Context: an optimization exercise on an open-source flow, tuned for small area, a short achievable clock period and few clock cycles per item. The choices shown serve that exercise and are no tape-out recipe.
Where RTL was checked, it was by simulation tests only, not by an equivalence proof against the original.
Function not checked in runs 1 and 4 to 6: the RTL went through the layout flow alone.
Power is estimated from default activity; no workload was simulated.

--- run.sh ---
#!/bin/bash
# synth_recipe.tcl (not shown) runs the flow's synth.tcl, then flattens the netlist and writes it again
# the make line also repeats each setting of config.mk as NAME=value (left out here)
make -C /OpenROAD-flow-scripts/flow DESIGN_CONFIG=/design/flow/config.mk WORK_HOME=/design/flow/orfs CLKGATE_MAP_FILE= SYNTH_SCRIPT=/design/flow/synth_recipe.tcl finish
--- config.mk ---
export PLATFORM = sky130hd
export DESIGN_NAME = interpolating_wavetable_oscillator
export DESIGN_NICKNAME = interpolating_wavetable_oscillator
export VERILOG_FILES = /design/flow/design.v
export SDC_FILE = /design/flow/constraint.sdc
export NUM_CORES = 4
export LEC_CHECK = 0
export ABC_CLOCK_PERIOD_IN_PS = 2500
export CAP_MARGIN = 20
export CORE_MARGIN = 2
export CORE_UTILIZATION = 55
export CTS_BUF_LIST = sky130_fd_sc_hd__clkbuf_8
export CTS_CLUSTER_DIAMETER = 60
export CTS_CLUSTER_SIZE = 16
export SETUP_SLACK_MARGIN = 4.4
export SLEW_MARGIN = 20
--- constraint.sdc ---
create_clock -name core_clock -period 7.0 [get_ports {clk}]
set_input_delay 1.4000 -clock core_clock [delete_from_list [all_inputs] [get_ports {clk}]]
set_output_delay 1.4000 -clock core_clock [all_outputs]
set_load 0.01 [all_outputs]
--- design.v ---
package iwo_pkg;
  localparam int TABLE_SEGMENTS = 36;
  localparam int TABLE_DEPTH    = TABLE_SEGMENTS + 1;
  localparam int SAMPLE_BITS    = 14;
  localparam int FRAC_BITS   = 8;
  localparam int FRAC_ONE    = 1 << FRAC_BITS;
  localparam int PHASE_LIMIT = TABLE_SEGMENTS * FRAC_ONE;
  localparam int PHASE_W     = $clog2(PHASE_LIMIT);
  localparam int PINT_W      = PHASE_W - FRAC_BITS;
  localparam int IDX_W       = $clog2(TABLE_DEPTH);
  localparam int OP_W          = 1;
  localparam int ENTRY_IDX_W   = 6;
  localparam int ENTRY_VAL_W   = 14;
  localparam int INC_W         = 8;
  localparam int DAC_W         = 16;
  localparam logic [DAC_W-1:0] DAC_MASK = 16'hFFC0;
  localparam int WGT_W = FRAC_BITS + 1;
  localparam int SUM_W = SAMPLE_BITS + WGT_W;
  localparam int CFG_ADDR_W = 2;
  localparam int CFG_DATA_W = 32;
  localparam logic [CFG_ADDR_W-1:0] REG_PHASE_INC = 2'd0;
  typedef enum logic [OP_W-1:0] {
    OP_LOAD = 1'b0,
    OP_STEP = 1'b1
  } op_t;
endpackage
module interpolating_wavetable_oscillator (
  input  logic                   clk,
  input  logic                   rst_n,
  input  logic                   in_valid,
  output logic                   in_stall,
  input  logic [iwo_pkg::OP_W-1:0]        in_operation,
  input  logic [iwo_pkg::ENTRY_IDX_W-1:0] in_entry_index,
  input  logic [iwo_pkg::ENTRY_VAL_W-1:0] in_entry_value,
  output logic                   out_valid,
  input  logic                   out_stall,
  output logic [iwo_pkg::DAC_W-1:0]       out_dac_word,
  input  logic                   psel,
  input  logic                   penable,
  input  logic                   pwrite,
  input  logic [iwo_pkg::CFG_ADDR_W-1:0]  paddr,
  input  logic [iwo_pkg::CFG_DATA_W-1:0]  pwdata,
  output logic [iwo_pkg::CFG_DATA_W-1:0]  prdata,
  output logic                   pready
);
  localparam int SEGS = iwo_pkg::TABLE_SEGMENTS;    
  localparam int DEPTH = iwo_pkg::TABLE_DEPTH;      
  localparam int SB = iwo_pkg::SAMPLE_BITS;         
  localparam int FB = iwo_pkg::FRAC_BITS;           
  localparam int IW = iwo_pkg::INC_W;               
  localparam int EIW = iwo_pkg::ENTRY_IDX_W;        
  localparam int CDW = iwo_pkg::CFG_DATA_W;         
  localparam int OW = 10;                           
  logic go;
  logic [IW-1:0] inc_r;
  logic          cfg_wr;
  assign cfg_wr = psel && penable && pwrite && paddr == iwo_pkg::REG_PHASE_INC;
  assign pready = 1'b1;
  logic [IW-1:0] prd_r;
  assign prdata = CDW'(prd_r);
  always_ff @(posedge clk) begin
    prd_r <= (paddr == iwo_pkg::REG_PHASE_INC) ? inc_r : '0;
  end
  always_ff @(posedge clk) begin
    if (!rst_n) inc_r <= '0;
    else if (cfg_wr) inc_r <= pwdata[IW-1:0];
  end
  logic [SB-1:0] tab [DEPTH];
  logic [SEGS-1:0] kh_r;      
  logic [5:0]    k_r, k1_r;   
  logic [FB-1:0] f_r;         
  logic [SB-1:0] lo_r, hi_r;  
  logic          v2_r;        
  logic          acc, stepx, loadx, adv, wrap;
  logic [FB:0]   f_sum;
  logic [SB-1:0] rd;          
  assign in_stall = !go;
  assign acc   = go && in_valid && rst_n;
  assign stepx = acc && in_operation[0];
  assign loadx = acc && !in_operation[0];
  assign f_sum = {1'b0, f_r} + (FB + 1)'(inc_r);
  assign adv   = stepx && f_sum[FB];
  assign wrap  = kh_r[SEGS-1];
  always_comb begin
    rd = '0;
    for (int j = 0; j < SEGS; j++) begin
      rd = rd | (tab[(j == SEGS - 1) ? 1 : j + 2] & {SB{kh_r[j]}});
    end
  end
  always_ff @(posedge clk) begin
    if (!rst_n) begin
      kh_r <= SEGS'(1);
      k_r  <= 6'd0;
      k1_r <= 6'd1;
      f_r <= '0;
    end else begin
      if (stepx) f_r <= f_sum[FB-1:0];
      if (adv) begin
        kh_r <= {kh_r[SEGS-2:0], kh_r[SEGS-1]};
        k_r  <= wrap ? 6'd0 : k1_r;
        k1_r <= wrap ? 6'd1 : k1_r + 6'd1;
      end
    end
  end
  always_ff @(posedge clk) begin
    for (int j = 0; j < DEPTH; j++) begin
      if (loadx && we[j]) tab[j] <= in_entry_value;
    end
  end
  logic [DEPTH-1:0] we;
  logic             hit_lo, hit_hi;
  always_comb begin
    for (int j = 0; j < DEPTH; j++) we[j] = (in_entry_index == EIW'(j));
  end
  assign hit_lo = (in_entry_index == k_r);
  assign hit_hi = (in_entry_index == k1_r);
  always_ff @(posedge clk) begin
    if (adv) begin
      lo_r <= wrap ? tab[0] : hi_r;
      hi_r <= rd;
    end else if (loadx) begin
      if (hit_lo) lo_r <= in_entry_value;
      if (hit_hi) hi_r <= in_entry_value;
    end
  end
  always_ff @(posedge clk) begin
    if (!rst_n) v2_r <= 1'b0;
    else if (go) v2_r <= in_valid && in_operation[0];
  end
  localparam int SW = 22;
  logic [SW-1:0] row [9];
  logic [SW-1:0] l1 [6];
  logic [SW-1:0] l2 [4];
  logic [SW-1:0] l3 [3];
  always_comb begin
    for (int j = 0; j < FB; j++) row[j] = SW'(f_r[j] ? hi_r : lo_r) << j;
    row[8] = SW'(lo_r);
    for (int j = 0; j < 3; j++) begin
      l1[2*j] = row[3*j] ^ row[3*j+1] ^ row[3*j+2];
      l1[2*j+1] = ((row[3*j] & row[3*j+1]) | (row[3*j] & row[3*j+2]) | (row[3*j+1] & row[3*j+2])) << 1;
    end
    for (int j = 0; j < 2; j++) begin
      l2[2*j] = l1[3*j] ^ l1[3*j+1] ^ l1[3*j+2];
      l2[2*j+1] = ((l1[3*j] & l1[3*j+1]) | (l1[3*j] & l1[3*j+2]) | (l1[3*j+1] & l1[3*j+2])) << 1;
    end
    l3[0] = l2[0] ^ l2[1] ^ l2[2];
    l3[1] = ((l2[0] & l2[1]) | (l2[0] & l2[2]) | (l2[1] & l2[2])) << 1;
    l3[2] = l2[3];
  end
  logic          v3_r;
  logic [SW-1:0] pa_r, pb_r, pc_r;
  logic [SW-1:0] s;
  logic [OW-1:0] r;
  always_ff @(posedge clk) begin
    if (!rst_n) v3_r <= 1'b0;
    else if (go) v3_r <= v2_r;
  end
  always_ff @(posedge clk) begin
    if (go && v2_r) begin
      pa_r <= l3[0];
      pb_r <= l3[1];
      pc_r <= l3[2];
    end
  end
  assign s = (pa_r ^ pb_r ^ pc_r) + (((pa_r & pb_r) | (pa_r & pc_r) | (pb_r & pc_r)) << 1);
  assign r = s[21:12];
  logic          ov_r, kv_r;
  logic [OW-1:0] o_r, k_dat_r;
  logic          take;
  assign go   = !kv_r;
  assign take = ov_r && !out_stall;
  always_ff @(posedge clk) begin
    if (!rst_n) begin
      ov_r <= 1'b0;
      kv_r <= 1'b0;
    end else if (kv_r) begin
      if (take) kv_r <= 1'b0;
    end else if (ov_r && !take) begin
      kv_r <= v3_r;
    end else begin
      ov_r <= v3_r;
    end
  end
  always_ff @(posedge clk) begin
    if (kv_r) begin
      if (take) o_r <= k_dat_r;
    end else if (ov_r && !take) begin
      if (v3_r) k_dat_r <= r;
    end else begin
      if (v3_r) o_r <= r;
    end
  end
  assign out_valid    = ov_r;
  assign out_dac_word = {o_r, 6'd0};
endmodule
==> results of run 1 <==
-- final timing paths --
| check | startpoint | end | cells past startpoint |
|---|---|---|---|
| min | kh_r[8] | kh_r[8] | 2 |
| max | f_r[0] | pa_r[6] | 8 |
| min reg2reg | kh_r[8] | kh_r[8] | 2 |
| max reg2reg | f_r[0] | pa_r[6] | 8 |
-- cells in the mapped netlist (37+ instances only) --
cell type / n
nor2_1: 54
mux2_2: 73
edfxtp_1: 621
ha_1: 52
clkbuf_1: 118
dfxtp_1: 76
a22oi_1: 178
a21oi_1: 57
nand2_1: 80
inv_1: 81
a22o_1: 37
o21ai_0: 95
mux2i_1: 61
a221oi_1: 37
nand4_1: 60
fa_1: 85
-- registers in the layout, indices dropped and copies added, names as in the netlist, 10 cells and up --
signal	flops
kh_r	36
pa_r	20
tab	518
pc_r	16
lo_r	14
pb_r	19
o_r	10
hi_r	14
k_dat_r	10
-- placed cells by master, fill, tap and decap left out, types with 31 or more instances in the layout --
cell / synthesis / layout
a221oi_1: 37 / 37
fa_1: 85 / 68
o21ai_1: 1 / 74
nand4_1: 60 / 60
ha_1: 52 / 43
a22oi_1: 178 / 178
clkbuf_8: 0 / 55
nor2_1: 54 / 32
a22o_1: 37 / 37
conb_1: 2 / 31
mux2i_1: 61 / 45
buf_4: 33 / 173
nand2_1: 80 / 73
a21oi_2: 1 / 34
dfxtp_1: 76 / 66
mux2_2: 73 / 43
inv_1: 81 / 93
edfxtp_1: 621 / 621
-- worst max-delay path, delay by kind of cell, from the launching register on --
kind	cells	cell delay (ns)
adders and majority gates	3	1.44
DFF	1	0.37
buffers and inverters	4	0.37
muxes	1	0.30
-- metrics by stage --
step,instance area (um^2),power (mW)
after floorplan,30900,4.84
after global placement,31900,4.94
after detailed placement,31900,4.95
after CTS,34600,7.11
after global routing,35400,7.32
final,35400,7.09
-- power groups by stage --
stage / logic, mW / registers [mW] / clock network (mW)
4_1_cts: 0.346 / 4.55 / 2.21
3_5_place_dp: 0.297 / 4.66 / 0
2_1_floorplan: 0.190 / 4.65 / 0
6_report: 0.368 / 4.55 / 2.17
3_3_place_gp: 0.287 / 4.66 / 0
5_1_grt: 0.403 / 4.56 / 2.36
-- area by class of cell --
class	count	area (um^2)
clock inverters	44	262
well taps	696	871
repair buffers	289	2700
diodes	1	2.50
flip-flops and latches	697	20200
fillers	3895	18600
clock buffers	55	757
inverters	81	304
multi-input cells	1128	10300
-- layer usage --
metal | vias up | routed length [um] | global-route usage [%]
met5 | - | 0 | 0
met4 | 0 | 3590 | 10.5
met3 | 198 | 8680 | 4.43
met2 | 1072 | 45300 | 53.6
met1 | 9755 | 33400 | 41.6
li1 | 8220 | - | -
-- cell families (layout without fill, tap and decap cells) --
logic type	after synthesis	after routing
fa+ha+maj	137	137
other cells	2	32
simple gates	327	337
flops	697	697
buf+inv	249	469
mux	134	134
xor+xnor	22	22
compound gates	466	467
-- timing repair --
item	in CTS	in global routing
buffers inserted	113	35
pin swaps	49	34
endpoints found under the setup margin	712	346
gates resized for setup	242	109
gates cloned	5	11
==> results by group, run 1 <==
Synth
  – Distinct cells, synth: 67
  – Synth area leader: edfxtp_1
  – Cell area after synthesis: just over 30000 um^2
  – Mean area per synthesized cell: 14.8 um^2
  – EDFF count, synth: about 620
  – Total number of yosys warnings: 6
  – Yosys top cell area share: between 60% and 70%
  – Syn Inst Count: a little over 2000
  – Synth area leaders: edfxtp_1 (62%), fa_1 (5.6%), dfxtp_1 (5.0%)
  – Synth Area in Adders: slightly below 8%
  – Most common flop cell mapped by yosys: edfxtp_1
  – Simple-gate share of the synthesized area: 5.61%
  – Seq/Total Area, Yosys: about 67%
  – Synth Area in XOR/XNOR: less than 1%
  – Largest family of logic cells by synthesized area: compound AO/OA/AOI/OAI gates
  – Asr flop ratio synth: 0%
  – Mux cell area share after synthesis: ~4.7%
  – Compound-Gate Fraction of Synth Area: 10.8%
  – Post-synthesis sequential element count: 697

Timing
  – Final min period: approximately 2.7 ns
  – Slew @ Worst Pin: around 1.2 ns
  – Final worst slack: about 4.3 ns
  – Slew margin rel.: 17.9%
  – Max Clock Freq: 364 MHz
  – Max-slew violation count: 0
  – RSZ-0062 raised after global routing: yes
  – Final-report hold violation count: 0
  – Final Skew: 0.0372 ns
  – Final setup fails: 0
  – Hold WS: 0.457 ns
  – Setup TNS: 0 ns
  – Tcrit/Tclk final: between 30 and 40%

Run
  – Max-cap viol count: 0

Critical path
  – Worst-path cell with the longest stage delay: fa_2
  – Worst path max stage delay: about 0.56 ns
  – Reg2reg setup slack: 4.25 ns
  – CP Cell Sequence: buf_12 > clkbuf_16 > mux2_4 > fa_1 > inv_2 > fa_2 > inv_2 > fa_2
  – Arr. time, crit path: 3.17 ns
  – CP Class: flip-flop to flip-flop
  – CP Launch Type: flip-flop
  – Critical path required time: between 7 and 8 ns
  – Setup crit end kind: flip-flop
  – Crit-path max FO: 5

Floorplan
  – Row cnt: 85
  – Core area: approximately 54000 um^2
  – Top-Level Pins: approximately 110
  – Starting Density: 55.9%
  – Die area: 56800 um^2
  – Die Y-Extent: between 200 and 250 um
  – Die width: about 240 um

Layout
  – Layout area overhead: 17.4%
  – Finished Core Util: 65.6%
  – Share of post-route cells with drive strength above 1: 26.5%
  – Nets: about 2400
  – Fin cells: 2991

Global route
  – Overflow after GRT: 0
  – First-pass GRT wire length: between 100 and 150 mm
  – Vias in the first global route: approximately 19000
  – GRT Resource Usage Total: roughly a third
  – Largest net degree at the start of global routing: 73
  – Initial antenna violation count: 1

CTS
  – CTS H-tree depth: 2
  – Clock Tree Buf Depth: 3
  – Clock slew seen by the registers of the worst setup and hold paths: around 0.09 ns
  – Hold buffers post-CTS: 0
  – CTS Buf Count: 53
  – CTS sink cnt: around 700
  – Worst-Skew Late Latency: 0.71 ns
  – Clock root buffer: clkbuf_8
  – CTS tree: done

Routing
  – DR WL/cell: 30.4 um
  – Starting DRC count in detailed routing: ~2400
  – TritonRoute pass-1 iters: 6
  – Drt total wl: around 90 mm
  – Via density: approximately 6.4
  – Vias: roughly 19000
  – Remaining DRCs: 0
  – DRT antenna net count: 0

Power
  – Combinational group share of total power: under 10%
  – Pwr dens: around 200 nW/um^2
  – Net Sw Frac: 22.3%
  – Switch Pwr: ~1.6 mW
  – Leakage: roughly 12 nW
  – VDD IR-drop max: approximately 0.19 mV
  – Int Pwr: between 5 and 6 mW
  – Clock power share: between 30% and 40%
  – Sequential Power Share: 64.2%

Placement
  – Final HPWL DP: between 50 and 60 mm
  – GP Congestion: between 0.8 and 0.9
  – Placed cells: between 2000 and 3000
  – Place WS: 2.54 ns
  – Port Buf Inserts: between 50 and 60

Outcome
  – Outcome: complete, no violations

Hold path
  – Tightest Hold Check Type: flip-flop to flip-flop
==> inputs of run 2 (changes only) <==
--- a/design.v
+++ b/design.v
@@ -67,5 +67,4 @@
   end
   logic [SB-1:0] tab [DEPTH];
-  logic [SEGS-1:0] kh_r;      
   logic [5:0]    k_r, k1_r;   
   logic [FB-1:0] f_r;         
@@ -81,14 +80,13 @@
   assign f_sum = {1'b0, f_r} + (FB + 1)'(inc_r);
   assign adv   = stepx && f_sum[FB];
-  assign wrap  = kh_r[SEGS-1];
+  assign wrap  = (k_r == 6'(SEGS - 1));
   always_comb begin
     rd = '0;
     for (int j = 0; j < SEGS; j++) begin
-      rd = rd | (tab[(j == SEGS - 1) ? 1 : j + 2] & {SB{kh_r[j]}});
+      rd = rd | (tab[(j == SEGS - 1) ? 1 : j + 2] & {SB{k_r == 6'(j)}});
     end
   end
   always_ff @(posedge clk) begin
     if (!rst_n) begin
-      kh_r <= SEGS'(1);
       k_r  <= 6'd0;
       k1_r <= 6'd1;
@@ -97,5 +95,4 @@
       if (stepx) f_r <= f_sum[FB-1:0];
       if (adv) begin
-        kh_r <= {kh_r[SEGS-2:0], kh_r[SEGS-1]};
         k_r  <= wrap ? 6'd0 : k1_r;
         k1_r <= wrap ? 6'd1 : k1_r + 6'd1;
@@ -105,11 +102,17 @@
   always_ff @(posedge clk) begin
     for (int j = 0; j < DEPTH; j++) begin
-      if (loadx && we[j]) tab[j] <= in_entry_value;
+      if (we[j]) tab[j] <= in_entry_value;
     end
   end
   logic [DEPTH-1:0] we;
+  logic [7:0]       wlo;
+  logic [4:0]       whi;
+  always_comb begin
+    for (int a = 0; a < 8; a++) wlo[a] = (in_entry_index[2:0] == 3'(a));
+    for (int b = 0; b < 5; b++) whi[b] = loadx && (in_entry_index[5:3] == 3'(b));
+  end
   logic             hit_lo, hit_hi;
   always_comb begin
-    for (int j = 0; j < DEPTH; j++) we[j] = (in_entry_index == EIW'(j));
+    for (int j = 0; j < DEPTH; j++) we[j] = wlo[j % 8] && whi[j / 8];
   end
   assign hit_lo = (in_entry_index == k_r);
--- a/config.mk
+++ b/config.mk
@@ -6,5 +6,5 @@
 export NUM_CORES = 4
 export LEC_CHECK = 0
-export ABC_CLOCK_PERIOD_IN_PS = 2500
+export ABC_CLOCK_PERIOD_IN_PS = 2000
 export CAP_MARGIN = 20
 export CORE_MARGIN = 2
==> results by group, run 2 <==
Layout
  – Fin cells: 2815 (was 2991)
  – Commonest non-fill, non-tap cell in the layout: edfxtp_1 (unchanged)
  – Max reg flops: 518 (unchanged)
  – Nets: 2309 (was 2449)
  – Largest regs: tab x518, pa_r x20, pb_r x19 (was tab x518, kh_r x36, pa_r x20)
  – Top reg by flops: tab (unchanged)
  – Share of post-route cells with drive strength above 1: 28.1% (was 26.5%)
  – Fillers: 3620 (was 3895)
  – Layout area overhead: 18.7% (was 17.4%)
  – Cell area after layout: 34100 um^2 (was 35400 um^2)
  – Commonest non-fill, non-tap cells in the layout: edfxtp_1 (621), a22oi_1 (251), buf_4 (164) (was edfxtp_1 (621), a22oi_1 (178), buf_4 (173))

Placement
  – GP Congestion: 0.852 (was 0.860)
  – Placed cells: 2570 (was 2727)
  – Final HPWL DP: 50.3 mm (was 51.5 mm)
  – Port Buf Inserts: 57 (unchanged)
  – Placement Cell Area: 30500 um^2 (was 31900 um^2)

Routing
  – Remaining DRCs: 0 (unchanged)
  – Via density: 6.33 (was 6.43)
  – TritonRoute pass-1 iters: 6 (unchanged)
  – Drt total wl: 86.9 mm (was 91.0 mm)
  – Starting DRC count in detailed routing: 2027 (was 2449)
  – DRT antenna net count: 0 (unchanged)
  – Vias: 17800 (was 19200)
  – DR WL/cell: 30.9 um (was 30.4 um)

Synth
  – EDFF count, synth: 621 (unchanged)
  – Mean area per synthesized cell: 15.5 um^2 (was 14.8 um^2)
  – Synth area leaders: edfxtp_1 (65%), a22oi_1 (6.6%), fa_1 (5.9%) (was edfxtp_1 (62%), fa_1 (5.6%), dfxtp_1 (5.0%))
  – Yosys top cell area share: 65.0% (was 61.8%)
  – Syn Inst Count: 1853 (was 2034)
  – Total number of yosys warnings: 6 (unchanged)
  – Post-synthesis sequential element count: 661 (was 697)
  – Asr flop ratio synth: 0% (unchanged)
  – Most common flop cell mapped by yosys: edfxtp_1 (unchanged)
  – Most common cell in the netlist: edfxtp_1 (unchanged)
  – Distinct cells, synth: 60 (was 67)
  – Cell area after synthesis: 28700 um^2 (was 30200 um^2)
  – Seq/Total Area, Yosys: 67.8% (was 66.8%)
  – Synth cell count leaders: edfxtp_1 (621), a22oi_1 (252), nor2_1 (104) (was edfxtp_1 (621), a22oi_1 (178), clkbuf_1 (118))
  – Synth area leader: edfxtp_1 (unchanged)

Floorplan
  – Starting Density: 55.8% (was 55.9%)
  – Core area: 51400 um^2 (was 54000 um^2)
  – Row cnt: 83 (was 85)
  – Top-Level Pins: 113 (unchanged)
  – Die Y-Extent: 232 um (was 238 um)
  – Die area: 54000 um^2 (was 56800 um^2)
  – Die width: 232 um (was 238 um)

Global route
  – First-pass GRT wire length: 123 mm (was 127 mm)
  – Met3 Use GR: 5.75% (was 4.43%)
  – Overflow after GRT: 0 (unchanged)
  – GRT busiest layer: met2 (unchanged)
  – Initial antenna violation count: 2 (was 1)
  – Met2 Use GR: 54.4% (was 53.6%)
  – GRT Resource Usage Total: 32.5% (was 31.4%)
  – Grt met1 use: 42.1% (was 41.6%)
  – Vias in the first global route: 17500 (was 18700)
  – Largest net degree at the start of global routing: 56 (was 73)

Power
  – VDD IR-drop max: 0.249 mV (was 0.189 mV)
  – Leakage: 11.7 nW (was 12.1 nW)
  – Pwr dens: 198 nW/um^2 (was 200 nW/um^2)
  – Total power: 6.74 mW (was 7.09 mW)

Timing
  – RSZ-0062 raised after global routing: yes (unchanged)
  – Final setup fails: 0 (unchanged)
  – Slew margin rel.: 34.5% (was 17.9%)
  – Final-report hold violation count: 0 (unchanged)
  – Slew @ Worst Pin: 0.981 ns (was 1.23 ns)
  – Max Clock Freq: 352 MHz (was 364 MHz)
  – Tcrit/Tclk final: 40.6% (was 39.3%)
  – Max-slew violation count: 0 (unchanged)
  – Setup TNS: 0 ns (unchanged)
  – Final Skew: 0.0386 ns (was 0.0372 ns)
  – Final min period: 2.84 ns (was 2.75 ns)

Critical path
  – Reg2reg setup slack: 4.16 ns (was 4.25 ns)
  – CP most frequent cell: ha_1
  – Arr. time, crit path: 3.29 ns (was 3.17 ns)
  – CP Class: flip-flop to flip-flop (unchanged)
  – Worst path max stage delay: 0.46 ns (was 0.56 ns)
  – R2R cell count: 8 (unchanged)
  – Critical path required time: 7.45 ns (was 7.42 ns)
  – Critical Path Source: pb_r[3] (was f_r[0])
  – Setup crit end kind: flip-flop (unchanged)
  – Crit path capture: o_r[3] (was pa_r[6])
  – CP Launch Type: flip-flop (unchanged)
  – RR Endpoint: o_r[3] (was pa_r[6])
  – CP Cell Sequence: ha_1 > ha_1 > a41o_1 > a211o_1 > a221o_2 > a211oi_2 > xnor2_1 > mux2_4 (was buf_12 > clkbuf_16 > mux2_4 > fa_1 > inv_2 > fa_2 > inv_2 > fa_2)
  – Worst-path cell with the longest stage delay: a221o_2 (was fa_2)
  – Crit-path max FO: 3 (was 5)
  – Critical R2R Launch: pb_r[3] (was f_r[0])

CTS
  – Clock slew seen by the registers of the worst setup and hold paths: 0.10 ns (was 0.09 ns)
  – Clock Tree Buf Depth: 3 (unchanged)
  – CTS sink cnt: 661 (was 697)
  – CTS Buf Count: 53 (unchanged)
  – Worst-Skew Late Latency: 0.73 ns (was 0.71 ns)
  – CTS tree: done (unchanged)
  – CTS H-tree depth: 2 (unchanged)
  – Clock root buffer: clkbuf_8 (unchanged)

Hold path
  – Tightest Hold Check Type: flip-flop to flip-flop (unchanged)
  – Worst Min Path Start: v2_r (was kh_r[8])

Outcome
  – Outcome: complete, no violations (unchanged)

Run
  – Max-cap viol count: 0 (unchanged)
[run 2: power by group]
part / switching, mW / internal (mW)
combinational: 0.173 / 0.107
clock: 1.30 / 0.824
sequential: 0.00655 / 4.33
[run 2: final cells by class]
cell class	count	area, um^2	area share [%]
Timing Repair Buffer	291	2900	8.50
Sequential cell	661	19500	57.3
Tap cell	680	851	2.50
Clock buffer	55	757	2.22
Clock inverter	23	224	0.657
Multi-Input combinational cell	1030	9560	28.0
Antenna cell	2	5.00	0.0147
Inverter	73	274	0.804
[run 2: cell families (layout without fill, tap and decap cells)]
logic type               count (synthesis)  in the layout  synth area share [%]
adder cells (fa/ha/maj)                137            137                  8.19
multiplexers                           129            129                  4.87
AND/OR/NAND/NOR                        355            356                  6.26
AO/OA/AOI/OAI                          345            347                  8.74
buffers and inverters                  194            442                  3.23
other                                    2             33                0.0262
flip-flops                             661            661                  67.8
XOR/XNOR                                30             30                 0.915
[run 2: metal layers]
metal | share of wire (%) | vias to the layer above
li1 | - | 7578
met1 | 36 | 9001
met2 | 49 | 1024
met3 | 9.9 | 207
met4 | 4.9 | 0
met5 | 0 | -
[run 2: critical path, delay by kind of cell, from the launching register on]
family | cells | cell delay (ns)
AOI/OAI and AO/OA | 4 | 1.26
xor gates and xnor gates | 1 | 0.12
muxes | 1 | 0.26
DFF | 1 | 0.38
adders and majority gates | 2 | 0.58
[run 2: repair_timing]
action                                  in CTS  in global routing
gates cloned                                 6                  3
buffers inserted                           136                 20
hold buffers                                 0                  0
gates resized for setup                    261                 77
hold endpoints to repair                     0                  0
pin swaps                                   50                 28
endpoints found under the setup margin     656                512
[run 2: worst min path at each step]
stage | cells past startpoint | endpoint
global route | 2 | v2_r
global placement | 2 | v2_r
detailed placement | 2 | v2_r
CTS | 2 | v2_r
finish | 2 | v2_r
floorplan | 2 | v2_r
[run 2: per-stage QoR]
stage	hold WS (ns)	util (%)	setup WS (ns)
2_1_floorplan	0.429	-	3.84
3_3_place_gp	0.449	59.4	2.39
3_5_place_dp	0.451	59.4	2.35
4_1_cts	0.468	65.3	4.13
5_1_grt	0.499	66.3	4.11
6_report	0.466	66.3	4.16
Testbench counts of run 2, summed over its fixed seeds: cycles 4,416, items 4,096.
==> inputs of run 3 (changes only) <==
--- a/config.mk
+++ b/config.mk
@@ -6,5 +6,5 @@
 export NUM_CORES = 4
 export LEC_CHECK = 0
-export ABC_CLOCK_PERIOD_IN_PS = 2000
+export ABC_CLOCK_PERIOD_IN_PS = 2500
 export CAP_MARGIN = 20
 export CORE_MARGIN = 2
==> results by group, run 3 <==
Critical path
  – R2R cell count: 8 (unchanged)
  – CP Class: flip-flop to flip-flop (unchanged)
  – RR Endpoint: o_r[3] (unchanged)
  – CP Launch Type: flip-flop (unchanged)
  – Critical R2R Launch: pb_r[3] (unchanged)
  – Setup crit end kind: flip-flop (unchanged)
  – Reg2reg setup slack: 4.16 ns (about the same)
  – Critical path required time: 7.45 ns (about the same)
  – Crit-path max FO: 3 (unchanged)
  – Arr. time, crit path: 3.29 ns (about the same)

Synth
  – Syn Inst Count: 1853 (unchanged)
  – Compound-Gate Fraction of Synth Area: 8.74% (unchanged)
  – Seq/Total Area, Yosys: 67.8% (unchanged)
  – Synth Area in XOR/XNOR: 0.915% (unchanged)
  – Synth cell count leaders: edfxtp_1 (621), a22oi_1 (252), nor2_1 (104) (unchanged)
  – Mean area per synthesized cell: 15.5 um^2 (unchanged)
  – Most common cell in the netlist: edfxtp_1 (unchanged)
  – Synth area leaders: edfxtp_1 (65%), a22oi_1 (6.6%), fa_1 (5.9%) (unchanged)
  – Simple-gate share of the synthesized area: 6.26% (unchanged)
  – EDFF count, synth: 621 (unchanged)
  – Mux cell area share after synthesis: 4.87% (unchanged)
  – Asr flop ratio synth: 0% (unchanged)
  – Yosys top cell area share: 65.0% (unchanged)
  – Post-synthesis sequential element count: 661 (unchanged)
  – Total number of yosys warnings: 6 (unchanged)
  – Most common flop cell mapped by yosys: edfxtp_1 (unchanged)
  – Distinct cells, synth: 60 (unchanged)
  – Synth area leader: edfxtp_1 (unchanged)
  – Cell area after synthesis: 28700 um^2 (unchanged)
  – Synth Area in Adders: 8.19% (unchanged)
  – Largest family of logic cells by synthesized area: compound AO/OA/AOI/OAI gates (unchanged)

Timing
  – Slew margin rel.: 34.5% (unchanged)
  – Final-report hold violation count: 0 (unchanged)
  – Setup TNS: 0 ns (unchanged)
  – Max Clock Freq: 352 MHz (unchanged)
  – Hold WS: 0.466 ns (unchanged)
  – RSZ-0062 raised after global routing: yes (unchanged)
  – Tcrit/Tclk final: 40.6% (unchanged)
  – Final setup fails: 0 (unchanged)
  – Final Skew: 0.0386 ns (unchanged)
  – Final min period: 2.84 ns (unchanged)
  – Slew @ Worst Pin: 0.981 ns (unchanged)
  – Max-slew violation count: 0 (unchanged)

Global route
  – GRT Resource Usage Total: 32.5% (unchanged)
  – Overflow after GRT: 0 (unchanged)
  – Initial antenna violation count: 2 (unchanged)
  – Largest net degree at the start of global routing: 56 (unchanged)
  – First-pass GRT wire length: 123 mm (unchanged)
  – Vias in the first global route: 17500 (unchanged)

Floorplan
  – Die Y-Extent: 232 um (unchanged)
  – Starting Density: 55.8% (unchanged)
  – Core area: 51400 um^2 (unchanged)
  – Die width: 232 um (unchanged)
  – Row cnt: 83 (unchanged)
  – Die area: 54000 um^2 (unchanged)
  – Top-Level Pins: 113 (unchanged)

Layout
  – Commonest non-fill, non-tap cells in the layout: edfxtp_1 (621), a22oi_1 (251), buf_4 (164) (unchanged)
  – Share of post-route cells with drive strength above 1: 28.1% (unchanged)
  – Finished Core Util: 66.3% (unchanged)
  – Max reg flops: 518 (unchanged)
  – Layout area overhead: 18.7% (unchanged)
  – Nets: 2309 (unchanged)
  – Fin cells: 2815 (unchanged)
  – Cell area after layout: 34100 um^2 (unchanged)
  – Commonest non-fill, non-tap cell in the layout: edfxtp_1 (unchanged)
  – Largest regs: tab x518, pa_r x20, pb_r x19 (unchanged)
  – Top reg by flops: tab (unchanged)

CTS
  – Clock slew seen by the registers of the worst setup and hold paths: 0.10 ns (about the same)
  – CTS sink cnt: 661 (unchanged)
  – CTS H-tree depth: 2 (unchanged)
  – Clock Tree Buf Depth: 3 (unchanged)
  – Clock root buffer: clkbuf_8 (unchanged)
  – CTS tree: done (unchanged)
  – Worst-Skew Late Latency: 0.73 ns (about the same)
  – CTS Buf Count: 53 (unchanged)

Routing
  – DR WL/cell: 30.9 um (unchanged)
  – Starting DRC count in detailed routing: 2027 (unchanged)
  – DRT antenna net count: 0 (unchanged)
  – Via density: 6.33 (unchanged)
  – Remaining DRCs: 0 (unchanged)
  – TritonRoute pass-1 iters: 6 (unchanged)
  – Vias: 17800 (unchanged)
  – Drt total wl: 86.9 mm (unchanged)

Power
  – Leakage: 11.7 nW (unchanged)
  – Pwr dens: 198 nW/um^2 (unchanged)
  – VDD IR-drop max: 0.249 mV (unchanged)

Hold path
  – Tightest Hold Check Type: flip-flop to flip-flop (unchanged)
  – Worst Min Path Start: v2_r (unchanged)
  – Worst Hold End: v2_r (unchanged)
  – Hold Path Stages: 2 (unchanged)

Placement
  – Port Buf Inserts: 57 (unchanged)
  – Final HPWL DP: 50.3 mm (unchanged)
  – Placement Cell Area: 30500 um^2 (unchanged)
  – Placed cells: 2570 (unchanged)
  – GP Congestion: 0.852 (unchanged)

Run
  – Max-cap viol count: 0 (unchanged)

Outcome
  – Outcome: complete, no violations (unchanged)
## run 3: cell counts after synthesis
Identical to the previous run, type by type.
## run 3: metal layers
layer | global-route usage [%] | wire length (um) | vias up | part of all wire (%)
met5 | 0 | 0 | - | 0
met4 | 13.6 | 4260 | 0 | 4.9
met3 | 5.75 | 8590 | 207 | 9.9
met2 | 54.4 | 42800 | 1024 | 49
met1 | 42.1 | 31300 | 9001 | 36
li1 | - | - | 7578 | -
## run 3: critical path, cell delays in order, from the launching register on
cell,delay [ns]
edfxtp_1,0.38
ha_1,0.31
ha_1,0.27
a41o_1,0.19
a211o_1,0.38
a221o_2,0.46
a211oi_2,0.23
xnor2_1,0.12
mux2_4,0.26
## run 3: layout make-up
class,count,area [um^2]
sequential,661,19500
fill,3620,17300
multi-input combinational,1030,9560
timing repair buffer,291,2900
tap,680,851
clock buffer,55,757
inverter,73,274
clock inverter,23,224
antenna,2,5.00
## run 3: stage by stage
stage                     setup WS (ns)  power (mW)
final                              4.16        6.74
after global placement             2.39        4.66
after global routing               4.11        6.94
after floorplan                    3.84        4.56
after CTS                          4.13        6.74
after detailed placement           2.35        4.67
## run 3: power breakdown
group / switching, mW / internal [mW] / total [mW]
Clock: 1.30 / 0.824 / 2.12
Combinational: 0.173 / 0.107 / 0.280
Sequential: 0.00655 / 4.33 / 4.33
Total: 1.48 / 5.26 / 6.74
## run 3: how the worst max path moves through the flow
stage	startpoint	to	slack [ns]	cells after the start
floorplan	rst_n	tab[10][0]	3.84	5
global placement	rst_n	tab[14][5]	2.39	7
detailed placement	rst_n	tab[14][5]	2.35	7
CTS	pa_r[3]	o_r[3]	4.13	8
global route	pb_r[3]	o_r[3]	4.11	8
finish	pb_r[3]	o_r[3]	4.16	8
## run 3: timing repair
action,in CTS,in global routing
endpoints found under the setup margin,656,512
cloned,6,3
pin swaps,50,28
hold buffers,0,0
resized for setup,261,77
setup buffers,136,20
## run 3: logic make-up (layout without fill, tap and decap cells)
logic type | after synthesis | count (layout)
xor+xnor | 30 | 30
other cells | 2 | 33
buf+inv | 194 | 442
compound gates | 345 | 347
flops | 661 | 661
fa+ha+maj | 137 | 137
mux | 129 | 129
simple gates | 355 | 356
==> inputs of run 4 (changes only) <==
--- a/design.v
+++ b/design.v
@@ -75,5 +75,5 @@
   logic [SB-1:0] rd;          
   assign in_stall = !go;
-  assign acc   = go && in_valid && rst_n;
+  assign acc   = go && in_valid;
   assign stepx = acc && in_operation[0];
   assign loadx = acc && !in_operation[0];
@@ -153,6 +153,7 @@
   logic          v3_r;
   logic [SW-1:0] pa_r, pb_r, pc_r;
-  logic [SW-1:0] s;
-  logic [OW-1:0] r;
+  logic [SW-1:0] fs, fc;
+  logic [12:0]   lsum;
+  logic [OW-1:0] h0, h1, r;
   always_ff @(posedge clk) begin
     if (!rst_n) v3_r <= 1'b0;
@@ -166,6 +167,10 @@
     end
   end
-  assign s = (pa_r ^ pb_r ^ pc_r) + (((pa_r & pb_r) | (pa_r & pc_r) | (pb_r & pc_r)) << 1);
-  assign r = s[21:12];
+  assign fs   = pa_r ^ pb_r ^ pc_r;
+  assign fc   = ((pa_r & pb_r) | (pa_r & pc_r) | (pb_r & pc_r)) << 1;
+  assign lsum = {1'b0, fs[11:0]} + {1'b0, fc[11:0]};
+  assign h0   = fs[21:12] + fc[21:12];
+  assign h1   = fs[21:12] + fc[21:12] + 10'd1;
+  assign r    = lsum[12] ? h1 : h0;
   logic          ov_r, kv_r;
   logic [OW-1:0] o_r, k_dat_r;
==> results by group, run 4 <==
Timing
  – RSZ-0062 raised after global routing: yes (unchanged)
  – Slew margin rel.: 33.0% (was 34.5%)
  – Final min period: 3.40 ns (was 2.84 ns)
  – Max Clock Freq: 294 MHz (was 352 MHz)
  – Final-report hold violation count: 0 (unchanged)
  – Setup TNS: 0 ns (unchanged)
  – Tcrit/Tclk final: 48.6% (was 40.6%)
  – Final Skew: 0.0289 ns (was 0.0386 ns)
  – Slew @ Worst Pin: 1.00 ns (was 0.981 ns)
  – Max-slew violation count: 0 (unchanged)
  – Final setup fails: 0 (unchanged)

Critical path
  – CP Cell Sequence: fa_1 > ha_2 > fa_2 > a211oi_4 > nor2_2 > o311ai_2 > nand2_1 > or4b_4 > mux2i_1 > o2111ai_1 (was ha_1 > ha_1 > a41o_1 > a211o_1 > a221o_2 > a211oi_2 > xnor2_1 > mux2_4)
  – CP bufs+invs: 0 (unchanged)
  – Crit-path max FO: 4 (was 3)
  – Arr. time, crit path: 3.84 ns (was 3.29 ns)
  – CP Launch Type: flip-flop (unchanged)
  – Worst-path cell with the longest stage delay: or4b_4 (was a221o_2)
  – CP Class: flip-flop to flip-flop (unchanged)
  – Setup crit end kind: flip-flop (unchanged)
  – Critical path required time: 7.44 ns (was 7.45 ns)
  – Top delay family on crit path: adder cells (was compound AO/OA/AOI/OAI gates)
  – Worst path max stage delay: 0.55 ns (was 0.46 ns)

CTS
  – Clock slew seen by the registers of the worst setup and hold paths: 0.11 ns (was 0.10 ns)
  – CTS sink cnt: 661 (unchanged)
  – Hold buffers post-CTS: 0 (unchanged)
  – CTS tree: done (unchanged)
  – CTS Buf Count: 50 (was 53)
  – Worst-Skew Late Latency: 0.69 ns (was 0.73 ns)
  – CTS H-tree depth: 2 (unchanged)
  – Clock root buffer: clkbuf_8 (unchanged)
  – Clock Tree Buf Depth: 3 (unchanged)

Power
  – VDD IR-drop max: 0.214 mV (was 0.249 mV)
  – Leakage: 11.8 nW (was 11.7 nW)
  – Total power: 6.67 mW (was 6.74 mW)
  – Pwr dens: 192 nW/um^2 (was 198 nW/um^2)

Synth
  – Synth area leaders: edfxtp_1 (65%), fa_1 (6.0%), a22oi_1 (5.2%) (was edfxtp_1 (65%), a22oi_1 (6.6%), fa_1 (5.9%))
  – Yosys top cell area share: 64.7% (was 65.0%)
  – Asr flop ratio synth: 0% (unchanged)
  – Total number of yosys warnings: 6 (unchanged)
  – Cell area after synthesis: 28800 um^2 (was 28700 um^2)
  – Syn Inst Count: 1882 (was 1853)
  – Seq/Total Area, Yosys: 67.5% (was 67.8%)
  – Synth area leader: edfxtp_1 (unchanged)
  – Post-synthesis sequential element count: 661 (unchanged)
  – Most common cell in the netlist: edfxtp_1 (unchanged)
  – Synth cell count leaders: edfxtp_1 (621), a22oi_1 (201), nor2_1 (111) (was edfxtp_1 (621), a22oi_1 (252), nor2_1 (104))
  – Mean area per synthesized cell: 15.3 um^2 (was 15.5 um^2)
  – Distinct cells, synth: 56 (was 60)
  – Most common flop cell mapped by yosys: edfxtp_1 (unchanged)
  – EDFF count, synth: 621 (unchanged)

Floorplan
  – Top-Level Pins: 113 (unchanged)
  – Die area: 54300 um^2 (was 54000 um^2)
  – Starting Density: 55.9% (was 55.8%)
  – Core area: 51600 um^2 (was 51400 um^2)
  – Row cnt: 83 (unchanged)
  – Die width: 233 um (was 232 um)
  – Die Y-Extent: 233 um (was 232 um)

Global route
  – Overflow after GRT: 0 (unchanged)
  – Largest net degree at the start of global routing: 56 (unchanged)
  – Initial antenna violation count: 1 (was 2)
  – Vias in the first global route: 17500 (about the same)
  – First-pass GRT wire length: 121 mm (was 123 mm)
  – GRT Resource Usage Total: 31.6% (was 32.5%)

Layout
  – Nets: 2367 (was 2309)
  – Sequential Area: 19500 um^2 (about the same)
  – Commonest non-fill, non-tap cells in the layout: edfxtp_1 (621), a22oi_1 (201), buf_4 (167) (was edfxtp_1 (621), a22oi_1 (251), buf_4 (164))
  – Top reg by flops: tab (unchanged)
  – Fillers: 3500 (was 3620)
  – Commonest non-fill, non-tap cell in the layout: edfxtp_1 (unchanged)
  – Max reg flops: 518 (unchanged)
  – Cell area after layout: 34700 um^2 (was 34100 um^2)
  – Largest regs: tab x518, pa_r x20, pb_r x19 (unchanged)
  – Layout area overhead: 20.4% (was 18.7%)
  – Area of the multi-input gates: 10000 um^2 (was 9560 um^2)
  – Share of post-route cells with drive strength above 1: 30.1% (was 28.1%)

Placement
  – Port Buf Inserts: 57 (unchanged)
  – GP Congestion: 0.854 (was 0.852)
  – Final HPWL DP: 48.6 mm (was 50.3 mm)
  – Placement Cell Area: 30800 um^2 (was 30500 um^2)

Routing
  – Remaining DRCs: 0 (unchanged)
  – Starting DRC count in detailed routing: 2350 (was 2027)
  – DR WL/cell: 30.4 um (was 30.9 um)
  – Drt total wl: 87.0 mm (was 86.9 mm)
  – DRT antenna net count: 0 (unchanged)
  – Vias: 18200 (was 17800)
  – Via density: 6.35 (was 6.33)
  – TritonRoute pass-1 iters: 6 (unchanged)

Hold path
  – Tightest Hold Check Type: flip-flop to flip-flop (unchanged)

Outcome
  – Outcome: complete, no violations (unchanged)

Run
  – Max-cap viol count: 0 (unchanged)
-- run 4: layout make-up --
class / count / share of cell area (%)
diodes: 1 / 0.00721
clock buffers: 51 / 2.02
clock inverters: 17 / 0.328
inverters: 74 / 0.814
multi-input cells: 1057 / 28.8
flip-flops and latches: 661 / 56.2
well taps: 680 / 2.45
repair buffers: 322 / 9.38
-- run 4: repair_timing --
action | 4_1_cts | 5_1_grt
setup endpoints to repair | 655 | 230
setup buffers | 140 | 58
gates resized for setup | 258 | 121
cloned | 6 | 5
pin swaps | 66 | 48
-- run 4: logic make-up after synthesis --
group / count (synthesis) / share of synthesized area (%)
xor+xnor: 29 / 0.907
mux: 125 / 4.69
flops: 661 / 67.5
buf+inv: 199 / 3.03
fa+ha+maj: 139 / 8.27
other cells: 2 / 0.0260
simple gates: 362 / 6.25
compound gates: 365 / 9.37
-- run 4: power by group --
group / internal, mW / switching (mW)
registers: 4.34 / 0.00902
clock network: 0.683 / 1.24
logic: 0.168 / 0.229
total: 5.19 / 1.48
-- run 4: final timing paths --
kind	start	end	slack, ns	cells past startpoint
worst max register to register	pc_r[12]	o_r[9]	3.60	10
worst max-delay path	pc_r[12]	o_r[9]	3.60	10
worst min-delay path	v2_r	v2_r	0.48	2
worst min register to register	v2_r	v2_r	0.48	2
-- run 4: layer usage --
metal / vias to the layer above / GRT usage (%) / wire length [um]
li1: 7757 / - / -
met1: 9233 / 41.4 / 32500
met2: 969 / 52.2 / 42000
met3: 235 / 5.06 / 7450
met4: 0 / 14.8 / 5130
met5: - / 0 / 0
-- run 4: metrics by stage --
| step | utilization (%) | hold slack, ns | cells | setup slack [ns] |
|---|---|---|---|---|
| 2_1_floorplan | - | 0.439 | 1911 | 3.66 |
| 3_3_place_gp | 59.6 | 0.456 | 2584 | 2.87 |
| 3_5_place_dp | 59.6 | 0.476 | 2585 | 2.85 |
| 4_1_cts | 65.4 | 0.492 | 2799 | 3.52 |
| 5_1_grt | 67.3 | 0.509 | 2862 | 3.40 |
| 6_report | 67.3 | 0.481 | 2863 | 3.60 |
-- run 4: worst min-delay path: stages (launching register included) --
cell and delay, ns:
dfxtp_1 0.33, nand2_1 0.05, a21boi_0 0.07
==> inputs of run 5 (changes only) <==
--- a/design.v
+++ b/design.v
@@ -156,4 +156,5 @@
   logic [12:0]   lsum;
   logic [OW-1:0] h0, h1, r;
+  logic [OW:0]   h1x;
   always_ff @(posedge clk) begin
     if (!rst_n) v3_r <= 1'b0;
@@ -171,5 +172,6 @@
   assign lsum = {1'b0, fs[11:0]} + {1'b0, fc[11:0]};
   assign h0   = fs[21:12] + fc[21:12];
-  assign h1   = fs[21:12] + fc[21:12] + 10'd1;
+  assign h1x  = {fs[21:12], 1'b1} + {fc[21:12], 1'b1};
+  assign h1   = h1x[10:1];
   assign r    = lsum[12] ? h1 : h0;
   logic          ov_r, kv_r;
==> results by group, run 5 <==
Routing
  – Starting DRC count in detailed routing: 2114 (was 2350)
  – Via density: 6.36 (was 6.35)
  – DRT antenna net count: 0 (unchanged)
  – TritonRoute pass-1 iters: 5 (was 6)
  – Drt total wl: 88.1 mm (was 87.0 mm)
  – Remaining DRCs: 0 (unchanged)
  – Vias: 18400 (was 18200)
  – DR WL/cell: 30.5 um (was 30.4 um)

CTS
  – CTS tree: done (unchanged)
  – CTS Buf Count: 52 (was 50)
  – Clock root buffer: clkbuf_8 (unchanged)
  – Clock Tree Buf Depth: 3 (unchanged)
  – Clock slew seen by the registers of the worst setup and hold paths: 0.10 ns (was 0.11 ns)
  – Hold buffers post-CTS: 0 (unchanged)
  – Worst-Skew Late Latency: 0.71 ns (was 0.69 ns)
  – CTS H-tree depth: 2 (unchanged)
  – CTS sink cnt: 661 (unchanged)

Critical path
  – CP Launch Type: flip-flop (unchanged)
  – Critical path required time: 7.45 ns (was 7.44 ns)
  – Setup crit end kind: flip-flop (unchanged)
  – Crit-path max FO: 6 (was 4)
  – CP Class: flip-flop to flip-flop (unchanged)
  – Arr. time, crit path: 3.41 ns (was 3.84 ns)

Synth
  – Syn Inst Count: 1909 (was 1882)
  – Cell area after synthesis: 29000 um^2 (was 28800 um^2)
  – Mean area per synthesized cell: 15.2 um^2 (was 15.3 um^2)
  – Synth cell count leaders: edfxtp_1 (621), a22oi_1 (252), nand2_1 (96) (was edfxtp_1 (621), a22oi_1 (201), nor2_1 (111))
  – Synth area leaders: edfxtp_1 (64%), a22oi_1 (6.5%), fa_1 (6.0%) (was edfxtp_1 (65%), fa_1 (6.0%), a22oi_1 (5.2%))
  – Most common cell in the netlist: edfxtp_1 (unchanged)
  – Seq/Total Area, Yosys: 67.0% (was 67.5%)
  – Post-synthesis sequential element count: 661 (unchanged)
  – EDFF count, synth: 621 (unchanged)
  – Most common flop cell mapped by yosys: edfxtp_1 (unchanged)
  – Distinct cells, synth: 65 (was 56)
  – Asr flop ratio synth: 0% (unchanged)
  – Yosys top cell area share: 64.2% (was 64.7%)
  – Total number of yosys warnings: 6 (unchanged)
  – Synth area leader: edfxtp_1 (unchanged)

Timing
  – RSZ-0062 raised after global routing: yes (unchanged)
  – Final Skew: 0.0381 ns (was 0.0289 ns)
  – Final setup fails: 0 (unchanged)
  – Tcrit/Tclk final: 42.4% (was 48.6%)
  – Setup TNS: 0 ns (unchanged)
  – Final min period: 2.97 ns (was 3.40 ns)
  – Slew @ Worst Pin: 1.07 ns (was 1.00 ns)
  – Slew margin rel.: 28.8% (was 33.0%)
  – Max-slew violation count: 0 (unchanged)
  – Max Clock Freq: 337 MHz (was 294 MHz)
  – Final-report hold violation count: 0 (unchanged)

Layout
  – Commonest non-fill, non-tap cells in the layout: edfxtp_1 (621), a22oi_1 (252), buf_4 (175) (was edfxtp_1 (621), a22oi_1 (201), buf_4 (167))
  – Share of post-route cells with drive strength above 1: 29.2% (was 30.1%)
  – Cell area after layout: 34800 um^2 (was 34700 um^2)
  – Finished Core Util: 66.5% (was 67.3%)
  – Fin cells: 2887 (was 2863)
  – Nets: 2377 (was 2367)
  – Commonest non-fill, non-tap cell in the layout: edfxtp_1 (unchanged)
  – Max reg flops: 518 (unchanged)
  – Layout area overhead: 19.8% (was 20.4%)
  – Top reg by flops: tab (unchanged)
  – Largest regs: tab x518, pa_r x20, pb_r x19 (unchanged)

Outcome
  – Outcome: complete, no violations (unchanged)

Global route
  – Overflow after GRT: 0 (unchanged)
  – Initial antenna violation count: 1 (unchanged)
  – Vias in the first global route: 17400 (was 17500)
  – Largest net degree at the start of global routing: 56 (unchanged)
  – GRT Resource Usage Total: 31.3% (was 31.6%)
  – First-pass GRT wire length: 120 mm (was 121 mm)

Floorplan
  – Die area: 54700 um^2 (was 54300 um^2)
  – Starting Density: 55.5% (was 55.9%)
  – Die Y-Extent: 234 um (was 233 um)
  – Row cnt: 84 (was 83)
  – Core area: 52300 um^2 (was 51600 um^2)
  – Top-Level Pins: 113 (unchanged)
  – Die width: 234 um (was 233 um)

Power
  – Leakage: 11.9 nW (was 11.8 nW)
  – Total power: 6.79 mW (was 6.67 mW)
  – Pwr dens: 195 nW/um^2 (was 192 nW/um^2)
  – VDD IR-drop max: 0.257 mV (was 0.214 mV)

Placement
  – Final HPWL DP: 50.1 mm (was 48.6 mm)
  – Port Buf Inserts: 57 (unchanged)
  – Placement Cell Area: 30900 um^2 (was 30800 um^2)
  – GP Congestion: 0.836 (was 0.854)
  – Placed cells: 2607 (was 2585)

Hold path
  – Tightest Hold Check Type: flip-flop to flip-flop (unchanged)

Run
  – Max-cap viol count: 0 (unchanged)
==> run 5: cell count changes in the layout (fill, tap and decap cells not counted), moves of 8 or more <==
cell,before,now
nand2_1,71,93
a21o_1,4,15
a22o_1,26,0
buf_12,47,56
a21oi_1,11,23
buf_4,167,175
a221oi_1,18,1
a22oi_1,201,252
buf_6,40,17
inv_1,62,70
==> run 5: layout make-up <==
cell class,count,area [um^2]
fillers,3667,17500
repair buffers,314,3210
inverters,80,300
flip-flops and latches,661,19500
diodes,1,2.50
multi-input cells,1066,9980
well taps,688,861
clock inverters,24,209
clock buffers,53,729
==> run 5: kinds of logic after synthesis <==
| group | synth area share [%] |
|---|---|
| compound gates | 9.18 |
| xor+xnor | 0.694 |
| fa+ha+maj | 8.28 |
| buf+inv | 3.42 |
| flops | 67.0 |
| mux | 4.56 |
| other cells | 0.0259 |
| simple gates | 6.88 |
==> run 5: timing repair <==
action                                 in CTS  in global routing
endpoints found under the hold margin       0                  0
setup buffers                              82                116
cloned                                      2                  2
pin swaps                                  54                 38
setup endpoints to repair                 655                330
gates resized for setup                   168                148
==> run 5: stage by stage <==
step / hold slack, ns / setup WS, ns
global route: 0.522 / 3.94
global placement: 0.460 / 2.67
finish: 0.480 / 4.03
CTS: 0.484 / 4.02
floorplan: 0.439 / 3.72
detailed placement: 0.470 / 2.62
==> run 5: per-layer routing <==
layer	GRT usage, %	vias up	part of all wire (%)
li1	-	7787	-
met1	40.1	9330	36
met2	53.7	1013	50
met3	5.54	220	9.1
met4	11.6	0	4.5
met5	0	-	0
==> run 5: report_power, final <==
part	leakage [nW]	internal, mW	switching (mW)
sequential	5.93	4.34	0.00850
combinational	5.44	0.152	0.224
clock	0.498	0.794	1.28
total	11.9	5.28	1.51
==> run 5: worst paths after layout <==
| check | start | to | slack (ns) | cells past startpoint |
|---|---|---|---|---|
| setup reg to reg | pc_r[10] | o_r[9] | 4.03 | 8 |
| hold reg to reg | v2_r | v2_r | 0.48 | 2 |
| hold / removal | v2_r | v2_r | 0.48 | 2 |
| setup / recovery | pc_r[10] | o_r[9] | 4.03 | 8 |
==> run 5: worst max-delay path, cell delays in order, from the launching register on <==
cell and delay (ns):
edfxtp_1 0.40, fa_1 0.53, ha_4 0.30, and4_4 0.27
o2111ai_4 0.12, o211a_4 0.34, mux2_4 0.33, o21a_1 0.19
o31a_1 0.24
==> inputs of run 6 (changes only) <==
--- a/design.v
+++ b/design.v
@@ -57,9 +57,5 @@
   assign cfg_wr = psel && penable && pwrite && paddr == iwo_pkg::REG_PHASE_INC;
   assign pready = 1'b1;
-  logic [IW-1:0] prd_r;
-  assign prdata = CDW'(prd_r);
-  always_ff @(posedge clk) begin
-    prd_r <= (paddr == iwo_pkg::REG_PHASE_INC) ? inc_r : '0;
-  end
+  assign prdata = (paddr == iwo_pkg::REG_PHASE_INC) ? CDW'(inc_r) : '0;
   always_ff @(posedge clk) begin
     if (!rst_n) inc_r <= '0;
@@ -67,5 +63,5 @@
   end
   logic [SB-1:0] tab [DEPTH];
-  logic [5:0]    k_r, k1_r;   
+  logic [5:0]    k_r;         
   logic [FB-1:0] f_r;         
   logic [SB-1:0] lo_r, hi_r;  
@@ -89,18 +85,9 @@
   always_ff @(posedge clk) begin
     if (!rst_n) begin
-      k_r  <= 6'd0;
-      k1_r <= 6'd1;
+      k_r <= '0;
       f_r <= '0;
     end else begin
       if (stepx) f_r <= f_sum[FB-1:0];
-      if (adv) begin
-        k_r  <= wrap ? 6'd0 : k1_r;
-        k1_r <= wrap ? 6'd1 : k1_r + 6'd1;
-      end
-    end
-  end
-  always_ff @(posedge clk) begin
-    for (int j = 0; j < DEPTH; j++) begin
-      if (we[j]) tab[j] <= in_entry_value;
+      if (adv) k_r <= wrap ? 6'd0 : k_r + 6'd1;
     end
   end
@@ -111,11 +98,11 @@
     for (int a = 0; a < 8; a++) wlo[a] = (in_entry_index[2:0] == 3'(a));
     for (int b = 0; b < 5; b++) whi[b] = loadx && (in_entry_index[5:3] == 3'(b));
-  end
-  logic             hit_lo, hit_hi;
-  always_comb begin
     for (int j = 0; j < DEPTH; j++) we[j] = wlo[j % 8] && whi[j / 8];
   end
-  assign hit_lo = (in_entry_index == k_r);
-  assign hit_hi = (in_entry_index == k1_r);
+  always_ff @(posedge clk) begin
+    for (int j = 0; j < DEPTH; j++) begin
+      if (we[j]) tab[j] <= in_entry_value;
+    end
+  end
   always_ff @(posedge clk) begin
     if (adv) begin
@@ -123,6 +110,6 @@
       hi_r <= rd;
     end else if (loadx) begin
-      if (hit_lo) lo_r <= in_entry_value;
-      if (hit_hi) hi_r <= in_entry_value;
+      if (in_entry_index == k_r) lo_r <= in_entry_value;
+      if (in_entry_index == k_r + 6'd1) hi_r <= in_entry_value;
     end
   end
@@ -136,4 +123,5 @@
   logic [SW-1:0] l2 [4];
   logic [SW-1:0] l3 [3];
+  logic [SW-1:0] l4 [2];
   always_comb begin
     for (int j = 0; j < FB; j++) row[j] = SW'(f_r[j] ? hi_r : lo_r) << j;
@@ -150,11 +138,11 @@
     l3[1] = ((l2[0] & l2[1]) | (l2[0] & l2[2]) | (l2[1] & l2[2])) << 1;
     l3[2] = l2[3];
+    l4[0] = l3[0] ^ l3[1] ^ l3[2];
+    l4[1] = ((l3[0] & l3[1]) | (l3[0] & l3[2]) | (l3[1] & l3[2])) << 1;
   end
   logic          v3_r;
-  logic [SW-1:0] pa_r, pb_r, pc_r;
-  logic [SW-1:0] fs, fc;
-  logic [12:0]   lsum;
-  logic [OW-1:0] h0, h1, r;
-  logic [OW:0]   h1x;
+  logic [SW-1:0] ps_r, pc_r;
+  logic [SW-1:0] s;
+  logic [OW-1:0] r;
   always_ff @(posedge clk) begin
     if (!rst_n) v3_r <= 1'b0;
@@ -163,16 +151,10 @@
   always_ff @(posedge clk) begin
     if (go && v2_r) begin
-      pa_r <= l3[0];
-      pb_r <= l3[1];
-      pc_r <= l3[2];
+      ps_r <= l4[0];
+      pc_r <= l4[1];
     end
   end
-  assign fs   = pa_r ^ pb_r ^ pc_r;
-  assign fc   = ((pa_r & pb_r) | (pa_r & pc_r) | (pb_r & pc_r)) << 1;
-  assign lsum = {1'b0, fs[11:0]} + {1'b0, fc[11:0]};
-  assign h0   = fs[21:12] + fc[21:12];
-  assign h1x  = {fs[21:12], 1'b1} + {fc[21:12], 1'b1};
-  assign h1   = h1x[10:1];
-  assign r    = lsum[12] ? h1 : h0;
+  assign s = ps_r + pc_r;
+  assign r = s[21:12];
   logic          ov_r, kv_r;
   logic [OW-1:0] o_r, k_dat_r;
==> flow/run.sh (new file) <==
#!/bin/bash
# Layout flow: the standard synthesis, then each configuration read-data bit
# (prdata[7:0]) is rebuilt as one gate of its own (see patch_prdata.py), then the standard flow's
# standard layout from floorplan to finish. Each step's full output goes to a log here.
set -euo pipefail
R=orfs/results/sky130hd/interpolating_wavetable_oscillator/base
bash standard.sh synth > log_synth.txt 2>&1
python3 flow/patch_prdata.py $R/1_2_yosys.v > log_patch.txt 2>&1
touch $R/1_2_yosys.v
bash standard.sh > log_layout.txt 2>&1
==> flow/patch_prdata.py (new file) <==
#!/usr/bin/env python3
"""Rewrite the configuration read-data logic of the synthesized netlist so that each
prdata[i] (i < 8) is one gate of its own: prdata[i] = !paddr[1] & !paddr[0] & inc_r[i]
(sky130 nor3b: Y = !(A | B | !C_N)). Cells left without loads are then removed.
Usage: patch_prdata.py NETLIST.v   (edits the file in place)"""
import re, sys

path = sys.argv[1]
src = open(path).read()
head_end = src.index(';', src.index('module ')) + 1
body_start = head_end
end = src.rindex('endmodule')
body = src[body_start:end]

# split into statements: declarations / assigns / cell instances
stmts = re.findall(r'[^;]*;', body, re.S)
cell_re = re.compile(r'^\s*(sky130_fd_sc_hd__\w+)\s+(\S+)\s*\((.*)\)\s*;\s*$', re.S)
pin_re = re.compile(r'\.(\w+)\s*\(\s*(.*?)\s*\)\s*(?:,|$)', re.S)

OUTPINS = {'X', 'Y', 'Q', 'Q_N', 'COUT', 'SUM', 'HI', 'LO'}
cells = []
for i, s in enumerate(stmts):
    m = cell_re.match(s)
    if m:
        pins = dict((p, n.strip()) for p, n in pin_re.findall(m.group(3)))
        cells.append([i, m.group(1), m.group(2), pins])

def drv(net):
    for c in cells:
        for p, n in c[3].items():
            if p in OUTPINS and n == net:
                return c
    return None

removed = set()
newcells = []
for b in range(8):
    net = 'prdata[%d]' % b
    c = drv(net)
    if c is None:
        sys.exit('no driver for ' + net)
    inc = '\\inc_r[%d] ' % b
    if not re.search(re.escape(inc), body):
        sys.exit('no net ' + inc)
    removed.add(c[0])
    newcells.append('\n  sky130_fd_sc_hd__nor3b_1 prd_gate_%d (\n    .A(paddr[1]),\n    .B(paddr[0]),\n    .C_N(%s),\n    .Y(%s)\n  );' % (b, inc, net))

# remove cells whose outputs no longer have loads (iterate)
def loads_of(net, live):
    for c in live:
        for p, n in c[3].items():
            if p not in OUTPINS and n == net:
                return True
    return False

ports = set(re.findall(r'^\s*(?:output)\s+(?:\[[^\]]+\]\s*)?(\S+)\s*;', body, re.M))
assigns = ''.join(s for s in stmts if s.strip().startswith('assign'))
newtxt = ''.join(newcells)
changed = True
while changed:
    changed = False
    live = [c for c in cells if c[0] not in removed]
    for c in live:
        outs = [n for p, n in c[3].items() if p in OUTPINS]
        if not outs or c[1].startswith('sky130_fd_sc_hd__df') or c[1].startswith('sky130_fd_sc_hd__edf'):
            continue
        used = False
        for n in outs:
            base = n.split('[')[0].strip().lstrip('\\')
            if base in ports or n in assigns or loads_of(n, live) or n in newtxt:
                used = True
        if not used:
            removed.add(c[0])
            changed = True
            print('removed', c[1], c[2])

out = src[:body_start] + ''.join(s for i, s in enumerate(stmts) if i not in removed) + newtxt + '\n' + src[end:]
open(path, 'w').write(out)
print('replaced', len(newcells), 'prdata drivers; removed', len(removed), 'cells')
==> standard.sh (new file) <==
#!/bin/bash
# synth_recipe.tcl (not shown) runs the flow's synth.tcl, then flattens the netlist and writes it again
# the make line also repeats each setting of config.mk as NAME=value (left out here)
make -C /OpenROAD-flow-scripts/flow DESIGN_CONFIG=/design/flow/config.mk WORK_HOME=/design/flow/orfs CLKGATE_MAP_FILE= SYNTH_SCRIPT=/design/flow/synth_recipe.tcl "${@:-finish}"
--- a/config.mk
+++ b/config.mk
@@ -6,11 +6,11 @@
 export NUM_CORES = 4
 export LEC_CHECK = 0
-export ABC_CLOCK_PERIOD_IN_PS = 2500
+export ABC_CLOCK_PERIOD_IN_PS = 3000
 export CAP_MARGIN = 20
 export CORE_MARGIN = 2
-export CORE_UTILIZATION = 55
+export CORE_UTILIZATION = 60
 export CTS_BUF_LIST = sky130_fd_sc_hd__clkbuf_8
 export CTS_CLUSTER_DIAMETER = 60
 export CTS_CLUSTER_SIZE = 16
-export SETUP_SLACK_MARGIN = 4.4
+export SETUP_SLACK_MARGIN = 3.76
 export SLEW_MARGIN = 20
removed: run.sh
==> results by group, run 6 <==
Critical path
  – Reg2reg setup slack: 3.73 ns (was 4.03 ns)
  – CP Class: input pin to output port (was flip-flop to flip-flop)
  – Worst path max stage delay: 0.19 ns (was 0.53 ns)
  – CP bufs+invs: 2 (was 0)
  – CP Launch Type: input pin (was flip-flop)
  – Arr. time, crit path: 1.88 ns (was 3.41 ns)
  – CP Cell Sequence: buf_12 > nor3b_2 > buf_2 (was fa_1 > ha_4 > and4_4 > o2111ai_4 > o211a_4 > mux2_4 > o21a_1 > o31a_1)

Layout
  – Antenna Cells: 0 (was 1)
  – Share of post-route cells with drive strength above 1: 19.9% (was 29.2%)
  – Commonest non-fill, non-tap cell in the layout: edfxtp_1 (unchanged)
  – Nets: 2194 (was 2377)
  – Fillers: 3246 (was 3667)

Outcome
  – Outcome: complete, no violations (unchanged)

Routing
  – Starting DRC count in detailed routing: 2222 (was 2114)
  – Remaining DRCs: 0 (unchanged)
  – DRT antenna net count: 0 (unchanged)
  – Drt total wl: 79.4 mm (was 88.1 mm)

Timing
  – Max Clock Freq: 305 MHz (was 337 MHz)
  – RSZ-0062 raised after global routing: yes (unchanged)
  – Final setup fails: 0 (unchanged)
  – Tcrit/Tclk final: 46.9% (was 42.4%)
  – Setup TNS: 0 ns (unchanged)
  – Slew margin rel.: 33.7% (was 28.8%)

CTS
  – Clock root buffer: clkbuf_8 (unchanged)
  – Clock Tree Buf Depth: 3 (unchanged)
  – CTS H-tree depth: 2 (unchanged)
  – CTS Buf Count: 49 (was 52)
  – CTS tree: done (unchanged)
  – CTS sink cnt: 632 (was 661)

Floorplan
  – Core area: 46400 um^2 (was 52300 um^2)
  – Starting Density: 60.5% (was 55.5%)
  – Die area: 48500 um^2 (was 54700 um^2)
  – Die width: 220 um (was 234 um)
  – Top-Level Pins: 113 (unchanged)

Power
  – Combinational group share of total power: 3.7% (was 5.5%)
  – Leakage: 10.8 nW (was 11.9 nW)
  – Int Pwr: 4.95 mW (was 5.28 mW)

Synth
  – Synth area leaders: edfxtp_1 (65%), fa_1 (6.1%), a22oi_1 (3.5%) (was edfxtp_1 (64%), a22oi_1 (6.5%), fa_1 (6.0%))
  – Distinct cells, synth: 54 (was 65)
  – Total number of yosys warnings: 7 (was 6)
  – Cell area after synthesis: 28000 um^2 (was 29000 um^2)
  – Seq/Total Area, Yosys: 66.8% (was 67.0%)
  – Most common cell in the netlist: edfxtp_1 (unchanged)
  – Mean area per synthesized cell: 15.4 um^2 (was 15.2 um^2)

Run
  – Max-cap viol count: 0 (unchanged)

Placement
  – Placed cells: 2459 (was 2607)

Global route
  – Overflow after GRT: 0 (unchanged)
  – First-pass GRT wire length: 112 mm (was 120 mm)
  – Largest net degree at the start of global routing: 47 (was 56)
-- run 6: cell types whose count changed after synthesis, sizes merged, moves of 14 or more --
cell / delta
a221oi: +58
a22o: +60
a22oi: -120
and3: +23
buf: -33
clkbuf: +44
dfxtp: -14
edfxtp: -15
inv: +14
nand2: -43
nand3: +14
nand4: -14
nor2: -26
nor3: -15
-- run 6: area by class of cell --
| class | count | area [um^2] | area share (%) |
|---|---|---|---|
| Inverter | 93 | 349 | 1.11 |
| Clock buffer | 50 | 688 | 2.19 |
| Multi-Input combinational cell | 987 | 8820 | 28.0 |
| Clock inverter | 17 | 153 | 0.485 |
| Timing Repair Buffer | 229 | 1940 | 6.18 |
| Sequential cell | 632 | 18700 | 59.6 |
| Tap cell | 607 | 759 | 2.41 |
-- run 6: cell families (layout without fill, tap and decap cells) --
logic type / after synthesis / after routing / share of synthesized area [%]
multiplexers: 130 / 130 / 4.99
AND/OR/NAND/NOR: 308 / 308 / 5.67
adder cells (fa/ha/maj): 140 / 140 / 8.52
other: 2 / 31 / 0.0268
buffers and inverters: 235 / 389 / 3.60
XOR/XNOR: 24 / 24 / 0.750
AO/OA/AOI/OAI: 354 / 354 / 9.68
flip-flops: 632 / 632 / 66.8
-- run 6: worst min-delay path, cell delays in order (launching register included) --
cell and delay, ns:
dfxtp_1 0.32, nand2_1 0.05, a21boi_0 0.07
-- run 6: worst min path at each step --
stage	from	endpoint	slack [ns]	cells after the start
5_1_grt	v2_r	v2_r	0.53	2
4_1_cts	v2_r	v2_r	0.49	2
3_5_place_dp	v2_r	v2_r	0.47	2
6_report	v2_r	v2_r	0.48	2
2_1_floorplan	v2_r	v2_r	0.44	2
3_3_place_gp	v2_r	v2_r	0.46	2
-- run 6: metal layers --
layer	global-route usage [%]	part of all wire [%]	up-vias
met3	6.41	11	228
li1	-	-	7293
met2	53.8	47	1020
met4	15.7	5.1	0
met5	0	0	-
met1	43.5	37	8584
-- run 6: power groups by stage --
stage	clock network (mW)	registers [mW]	logic, mW
global route	2.05	4.16	0.252
global placement	0	4.25	0.205
finish	1.91	4.16	0.230
floorplan	0	4.25	0.112
CTS	1.93	4.16	0.220
detailed placement	0	4.25	0.212
-- run 6: repair_timing --
| action | in CTS | in global routing |
|---|---|---|
| gates cloned | 0 | 1 |
| gates resized for setup | 120 | 28 |
| setup endpoints to repair | 404 | 216 |
| buffers inserted | 31 | 56 |
| pin swaps | 13 | 11 |
-- run 6: per-stage QoR --
| stage | cell area [um^2] | util, % | hold WS (ns) | power, mW | worst slack, ns |
|---|---|---|---|---|---|
| after CTS | 30900 | 66.6 | 0.488 | 6.31 | 3.63 |
| after floorplan | 28200 | - | 0.439 | 4.36 | 3.66 |
| after global routing | 31500 | 67.9 | 0.529 | 6.47 | 3.72 |
| after detailed placement | 29500 | 63.7 | 0.473 | 4.46 | 2.33 |
| after global placement | 29500 | 63.7 | 0.459 | 4.45 | 2.27 |
| final | 31500 | 67.9 | 0.484 | 6.30 | 3.72 |
